This is an optimization exercise on Yosys and OpenROAD, whose aim is small area, a short achievable clock period and few clock cycles per item, not a production implementation. At most, simulation tests tie the RTL to the original design; equivalence was not proved. Power figures rest on the tool's default switching activity, not on a simulated workload.

==> trial 71 <==
Design sample_fifo_pwm_feeder_top, start of the top module:
module sample_fifo_pwm_feeder_top (
  input  logic              clk,
  input  logic              rst,
  input  logic              req_valid,
  output logic              req_stall,
  input  logic              func,
  input  logic [sfpf_pkg::DATA_W-1:0] sample,
  output logic              rsp_valid,
  input  logic              rsp_stall,
  output logic              accepted,
  output logic [sfpf_pkg::DATA_W-1:0] duty,
  output logic              duty_updated,
  output logic              underflow,
  output logic [sfpf_pkg::CNT_W-1:0]  fill_level,
  input  logic              cfg_wr_en,
  input  logic [sfpf_pkg::CNT_W-1:0]  cfg_wr_data
);
  logic                        proc;
  logic                        proc_func;
  logic [sfpf_pkg::DATA_W-1:0] proc_sample;
  sfpf_ctrl u_ctrl (
    .clk         (clk),
    .rst         (rst),
    .req_valid   (req_valid),
    .req_stall   (req_stall),
    .func        (func),
    .sample      (sample),
    .rsp_valid   (rsp_valid),
    .rsp_stall   (rsp_stall),
    .proc        (proc),
    .proc_func   (proc_func),
    .proc_sample (proc_sample)
  );
  sfpf_datapath u_datapath (
    .clk          (clk),
    .rst          (rst),
    .proc         (proc),
    .proc_func    (proc_func),
    .proc_sample  (proc_sample),
    .cfg_wr_en    (cfg_wr_en),
    .cfg_wr_data  (cfg_wr_data),
    .accepted     (accepted),
    .duty         (duty),
    .duty_updated (duty_updated),
    .underflow    (underflow),
    .fill_level   (fill_level)
  );
endmodule
==> module sfpf_ram, before the edit <==
module sfpf_ram #(
  parameter int WIDTH = 8,
  parameter int DEPTH = 256
) (
  input  logic                     clk,
  input  logic                     rst,
  input  logic                     we,
  input  logic [$clog2(DEPTH)-1:0] waddr,
  input  logic [WIDTH-1:0]         wdata,
  input  logic [$clog2(DEPTH)-1:0] raddr,
  output logic [WIDTH-1:0]         rdata
);
  localparam int AW   = $clog2(DEPTH);
  localparam int LOW  = AW / 2;
  localparam int COLS = 1 << LOW;
  localparam int ROWS = DEPTH / COLS;
  logic                         parity;
  logic [DEPTH-1:0][WIDTH-1:0]  cells;
  logic [WIDTH-1:0]             wenc;
  logic [ROWS-1:0]              w_row, r_row;
  logic [COLS-1:0]              w_col, r_col;
  logic [ROWS-1:0][WIDTH-1:0]   row_data;
  logic [WIDTH-1:0]             rraw;
  always_ff @(posedge clk) begin
    if (rst) parity <= 1'b0;
    else     parity <= ~parity;
  end
  assign wenc = wdata ^ {WIDTH{~parity}};
  always_comb begin
    for (int r = 0; r < ROWS; r++) begin
      w_row[r] = we && (waddr[AW-1:LOW] == r[AW-LOW-1:0]);
      r_row[r] = (raddr[AW-1:LOW] == r[AW-LOW-1:0]);
    end
    for (int c = 0; c < COLS; c++) begin
      w_col[c] = (waddr[LOW-1:0] == c[LOW-1:0]);
      r_col[c] = (raddr[LOW-1:0] == c[LOW-1:0]);
    end
  end
  logic [WIDTH-1:0] wdn;
  assign wdn = ~wenc;
  for (genvar i = 0; i < DEPTH; i++) begin : g_word
    logic wsel, nsel;
    assign wsel = w_row[i / COLS] && w_col[i % COLS];
    assign nsel = !wsel;
    for (genvar b = 0; b < WIDTH; b++) begin : g_bit
      sfpf_bit u_bit (
        .clk  (clk),
        .sel  (wsel),
        .nsel (nsel),
        .wdn  (wdn[b]),
        .q    (cells[i][b])
      );
    end
  end
  always_comb begin
    for (int r = 0; r < ROWS; r++) begin
      row_data[r] = '0;
      for (int c = 0; c < COLS; c++) begin
        row_data[r] = row_data[r] | (cells[r * COLS + c] & {WIDTH{r_col[c]}});
      end
    end
    rraw = '0;
    for (int r = 0; r < ROWS; r++) begin
      rraw = rraw | (row_data[r] & {WIDTH{r_row[r]}});
    end
  end
  assign rdata = rraw ^ {WIDTH{parity}};
endmodule
==> module sfpf_datapath, before the edit <==
module sfpf_datapath (
  input  logic                        clk,
  input  logic                        rst,
  input  logic                        proc,
  input  logic                        proc_func,
  input  logic [sfpf_pkg::DATA_W-1:0] proc_sample,
  input  logic                        cfg_wr_en,
  input  logic [sfpf_pkg::CNT_W-1:0]  cfg_wr_data,
  output logic                        accepted,
  output logic [sfpf_pkg::DATA_W-1:0] duty,
  output logic                        duty_updated,
  output logic                        underflow,
  output logic [sfpf_pkg::CNT_W-1:0]  fill_level
);
  localparam int AW = sfpf_pkg::AW;
  logic [AW-1:0]               wr_ptr;
  logic [AW-1:0]               rd_ptr;
  logic [sfpf_pkg::CNT_W-1:0]  count;
  logic [sfpf_pkg::CNT_W-1:0]  limit;
  logic                        phase;
  logic [sfpf_pkg::DATA_W-1:0] head;
  logic                        reload;
  logic                        wb_valid;
  logic [sfpf_pkg::DATA_W-1:0] wb_data;
  logic [sfpf_pkg::DATA_W-1:0] rdata;
  logic empty, store_ok, store, pop, set_uf, is_period;
  sfpf_ram #(.WIDTH(sfpf_pkg::DATA_W), .DEPTH(sfpf_pkg::DEPTH)) u_ram (
    .clk   (clk),
    .rst   (rst),
    .we    (wb_valid),
    .waddr (wr_ptr),
    .wdata (wb_data),
    .raddr (rd_ptr),
    .rdata (rdata)
  );
  assign empty     = (count == '0);
  assign store_ok  = !count[sfpf_pkg::CNT_W-1] && (count < limit);
  assign is_period = proc && (proc_func == sfpf_pkg::FUNC_PERIOD);
  assign store     = proc && (proc_func == sfpf_pkg::FUNC_SAMPLE) && store_ok;
  assign pop       = is_period && !phase && !empty;
  assign set_uf    = is_period && !phase && empty;
  assign fill_level = count;
  always_ff @(posedge clk) begin
    if (rst) begin
      wr_ptr    <= '0;
      rd_ptr    <= '0;
      count     <= '0;
      limit     <= sfpf_pkg::LIMIT_RESET;
      phase     <= 1'b0;
      duty      <= sfpf_pkg::DUTY_RESET;
      underflow <= 1'b0;
      reload    <= 1'b0;
      wb_valid  <= 1'b0;
    end else begin
      if (cfg_wr_en) begin
        limit <= cfg_wr_data;
      end
      if (is_period) begin
        phase <= !phase;
      end
      if (pop) begin
        duty      <= head;
        underflow <= 1'b0;
        rd_ptr    <= rd_ptr + 1'b1;
        count     <= count - 1'b1;
      end else if (set_uf) begin
        underflow <= 1'b1;
      end else if (store) begin
        count <= count + 1'b1;
      end
      if (wb_valid) begin
        wr_ptr <= wr_ptr + 1'b1;
      end
      wb_valid <= store;
      reload   <= pop;
    end
  end
  always_ff @(posedge clk) begin
    if (proc) begin
      accepted     <= store;
      duty_updated <= pop;
    end
    if (store) begin
      wb_data <= proc_sample;
    end
    if (store && empty) begin
      head <= proc_sample;
    end else if (reload) begin
      head <= rdata;
    end
  end
endmodule
Settings: LEC_CHECK=0, CAP_MARGIN=20, CORE_MARGIN=2, CORE_UTILIZATION=50, PLACE_DENSITY=0.6, SLEW_MARGIN=20, SYNTH_HIERARCHICAL=1, SYNTH_MINIMUM_KEEP_SIZE=0; clock period 6.0 ns.
run.sh (not shown) runs the stock make flow with config.mk's settings and CLKGATE_MAP_FILE= SYNTH_SCRIPT=/design/flow/synth_recipe.tcl, a recipe that flattens the netlist after the stock synthesis.
==> trial 26 (differences from trial 71) <==
--- a/flow/design.v
+++ b/flow/design.v
@@ -11,42 +11,40 @@
 module sfpf_ram #(
   parameter int WIDTH = 8,
-  parameter int DEPTH = 256
+  parameter int ROWS  = 16,
+  parameter int COLS  = 16
 ) (
-  input  logic                     clk,
-  input  logic                     rst,
-  input  logic                     we,
-  input  logic [$clog2(DEPTH)-1:0] waddr,
-  input  logic [WIDTH-1:0]         wdata,
-  input  logic [$clog2(DEPTH)-1:0] raddr,
-  output logic [WIDTH-1:0]         rdata
-);
-  localparam int AW   = $clog2(DEPTH);
-  localparam int LOW  = AW / 2;
-  localparam int COLS = 1 << LOW;
-  localparam int ROWS = DEPTH / COLS;
-  logic                         parity;
+  input  logic                              clk,
+  input  logic                              rst,
+  input  logic                              we,
+  input  logic [$clog2(ROWS*COLS)-1:0]      waddr,
+  input  logic [WIDTH-1:0]                  wdata,
+  input  logic                              ren,
+  input  logic [ROWS-1:0]                   rrow,
+  input  logic [COLS-1:0]                   rcol,
+  output logic [WIDTH-1:0]                  rdata_enc,
+  output logic                              parity
+);
+  localparam int DEPTH = ROWS * COLS;
+  localparam int AW    = $clog2(DEPTH);
+  localparam int LOW   = $clog2(COLS);
   logic [DEPTH-1:0][WIDTH-1:0]  cells;
-  logic [WIDTH-1:0]             wenc;
+  logic [WIDTH-1:0]             wdn;
   logic [ROWS-1:0]              w_row, r_row;
-  logic [COLS-1:0]              w_col, r_col;
+  logic [COLS-1:0]              w_col;
   logic [ROWS-1:0][WIDTH-1:0]   row_data;
-  logic [WIDTH-1:0]             rraw;
   always_ff @(posedge clk) begin
     if (rst) parity <= 1'b0;
     else     parity <= ~parity;
   end
-  assign wenc = wdata ^ {WIDTH{~parity}};
+  assign wdn = wdata ^ {WIDTH{parity}};
   always_comb begin
     for (int r = 0; r < ROWS; r++) begin
       w_row[r] = we && (waddr[AW-1:LOW] == r[AW-LOW-1:0]);
-      r_row[r] = (raddr[AW-1:LOW] == r[AW-LOW-1:0]);
     end
     for (int c = 0; c < COLS; c++) begin
       w_col[c] = (waddr[LOW-1:0] == c[LOW-1:0]);
-      r_col[c] = (raddr[LOW-1:0] == c[LOW-1:0]);
-    end
-  end
-  logic [WIDTH-1:0] wdn;
-  assign wdn = ~wenc;
+    end
+  end
+  assign r_row = rrow & {ROWS{ren}};
   for (genvar i = 0; i < DEPTH; i++) begin : g_word
     logic wsel, nsel;
@@ -67,13 +65,12 @@
       row_data[r] = '0;
       for (int c = 0; c < COLS; c++) begin
-        row_data[r] = row_data[r] | (cells[r * COLS + c] & {WIDTH{r_col[c]}});
-      end
-    end
-    rraw = '0;
+        row_data[r] = row_data[r] | (cells[r * COLS + c] & {WIDTH{rcol[c]}});
+      end
+    end
+    rdata_enc = '0;
     for (int r = 0; r < ROWS; r++) begin
-      rraw = rraw | (row_data[r] & {WIDTH{r_row[r]}});
-    end
-  end
-  assign rdata = rraw ^ {WIDTH{parity}};
+      rdata_enc = rdata_enc | (row_data[r] & {WIDTH{r_row[r]}});
+    end
+  end
 endmodule
 module sfpf_bit (
@@ -146,24 +143,32 @@
   output logic [sfpf_pkg::CNT_W-1:0]  fill_level
 );
-  localparam int AW = sfpf_pkg::AW;
+  localparam int AW   = sfpf_pkg::AW;
+  localparam int COLS = 16;
+  localparam int ROWS = sfpf_pkg::DEPTH / COLS;
+  localparam int DW   = sfpf_pkg::DATA_W;
   logic [AW-1:0]               wr_ptr;
-  logic [AW-1:0]               rd_ptr;
+  logic [ROWS-1:0]             rd_row;
+  logic [COLS-1:0]             rd_col;
   logic [sfpf_pkg::CNT_W-1:0]  count;
   logic [sfpf_pkg::CNT_W-1:0]  limit;
   logic                        phase;
-  logic [sfpf_pkg::DATA_W-1:0] head;
-  logic                        reload;
   logic                        wb_valid;
-  logic [sfpf_pkg::DATA_W-1:0] wb_data;
-  logic [sfpf_pkg::DATA_W-1:0] rdata;
-  logic empty, store_ok, store, pop, set_uf, is_period;
-  sfpf_ram #(.WIDTH(sfpf_pkg::DATA_W), .DEPTH(sfpf_pkg::DEPTH)) u_ram (
-    .clk   (clk),
-    .rst   (rst),
-    .we    (wb_valid),
-    .waddr (wr_ptr),
-    .wdata (wb_data),
-    .raddr (rd_ptr),
-    .rdata (rdata)
+  logic [DW-1:0]               wb_data;
+  logic                        pinned;
+  logic [DW-1:0]               head_enc;
+  logic [DW-1:0]               rdata_enc;
+  logic                        parity;
+  logic empty, store_ok, store, pop, set_uf, is_period, byp;
+  sfpf_ram #(.WIDTH(DW), .ROWS(ROWS), .COLS(COLS)) u_ram (
+    .clk       (clk),
+    .rst       (rst),
+    .we        (wb_valid),
+    .waddr     (wr_ptr),
+    .wdata     (wb_data),
+    .ren       (!empty && !pinned),
+    .rrow      (rd_row),
+    .rcol      (rd_col),
+    .rdata_enc (rdata_enc),
+    .parity    (parity)
   );
   assign empty     = (count == '0);
@@ -173,9 +178,11 @@
   assign pop       = is_period && !phase && !empty;
   assign set_uf    = is_period && !phase && empty;
+  assign byp       = store && empty;
   assign fill_level = count;
   always_ff @(posedge clk) begin
     if (rst) begin
       wr_ptr    <= '0;
-      rd_ptr    <= '0;
+      rd_row    <= ROWS'(1);
+      rd_col    <= COLS'(1);
       count     <= '0;
       limit     <= sfpf_pkg::LIMIT_RESET;
@@ -183,6 +190,6 @@
       duty      <= sfpf_pkg::DUTY_RESET;
       underflow <= 1'b0;
-      reload    <= 1'b0;
       wb_valid  <= 1'b0;
+      pinned    <= 1'b0;
     end else begin
       if (cfg_wr_en) begin
@@ -193,7 +200,10 @@
       end
       if (pop) begin
-        duty      <= head;
+        duty      <= head_enc ^ {DW{~parity}};
         underflow <= 1'b0;
-        rd_ptr    <= rd_ptr + 1'b1;
+        rd_col    <= {rd_col[COLS-2:0], rd_col[COLS-1]};
+        if (rd_col[COLS-1]) begin
+          rd_row <= {rd_row[ROWS-2:0], rd_row[ROWS-1]};
+        end
         count     <= count - 1'b1;
       end else if (set_uf) begin
@@ -206,5 +216,5 @@
       end
       wb_valid <= store;
-      reload   <= pop;
+      pinned   <= byp;
     end
   end
@@ -217,9 +227,7 @@
       wb_data <= proc_sample;
     end
-    if (store && empty) begin
-      head <= proc_sample;
-    end else if (reload) begin
-      head <= rdata;
-    end
+    head_enc <= rdata_enc
+              | (~head_enc & {DW{pinned}})
+              | ((proc_sample ^ {DW{parity}}) & {DW{byp}});
   end
 endmodule
==> flow/flow/run.sh (new file) <==
#!/bin/bash
set -e
cp standard.sh standard.sh.txt
export BUFFER_PORTS_ARGS="-buffer_cell sky130_fd_sc_hd__buf_4"
bash standard.sh > standard.log 2>&1
==> flow/standard.sh (new file) <==
#!/bin/bash
# synth_recipe.tcl (not shown) runs the flow's synth.tcl, then flattens the netlist and writes it again
# the make line also repeats each setting of config.mk as NAME=value (left out here)
make -C /OpenROAD-flow-scripts/flow DESIGN_CONFIG=/design/flow/config.mk WORK_HOME=/design/flow/orfs CLKGATE_MAP_FILE= SYNTH_SCRIPT=/design/flow/synth_recipe.tcl "${@:-finish}"
SETUP_SLACK_MARGIN = 3.2   (was default)
TNS_END_PERCENT = 5   (was default)
removed: flow/run.sh
==> summary of the runs <==
- Trial 26 completed without violations. Trial 71 ran to the end with no violations.
- In sequential power, trial 26 and trial 71 hardly differ.
- Of trial 26 and trial 71, trial 26 has the higher cell area (gap about 0.7%, measured against trial 71).
- Between trial 71 and trial 26, the lower power is in trial 26 (gap 3.8%, measured against trial 26).
- Against trial 26, the first-iteration DRC count of trial 71 is larger by about 13%.
- Between trial 71 and trial 26, the lower core utilization is in trial 71 (gap 1.3 points).
- Die area: trial 26 is smaller than trial 71 (about 1.6%).
Testbench counts of trial 26, summed over its fixed seeds: cycles 24,008, items 24,000.
The RTL of trial 71 was laid out without a check of its function.

==> what the ideal ports hide <==
How much do the figures lean on ideal ports? The routed layouts below were timed once more, with nothing changed but the port constraints.
Step 1, drivers: a clkbuf_16 drives clk and a buf_2 each remaining input, both assumed.
Step 2 times the ports against the registers' clock, not the clock port: input delays grow and output delays shrink by t, the midpoint of the rising clock arrivals with the driver on.
a / b / c = ideal ports / drivers / drivers and shift; a / b = the first two.
| run | t, ns | setup WS [ns] | worst setup path after step 2 | latest minus earliest clock arrival (ns) | pins driven straight from the clock port |
|---|---|---|---|---|---|
| trial 71 | 0.918 | 0.292 / 0.292 / 0.292 | register to register | 0.036 / 0.036 | 1 |
| trial 26 | 0.891 | 2.838 / 2.838 / 2.307 | input to register | 0.030 / 0.031 | 1 |
After both steps setup and hold are still met in every run listed. For trial 26, which loses most, drivers alone change the setup slack by 0.000 ns; drivers and shift together by -0.531 ns.
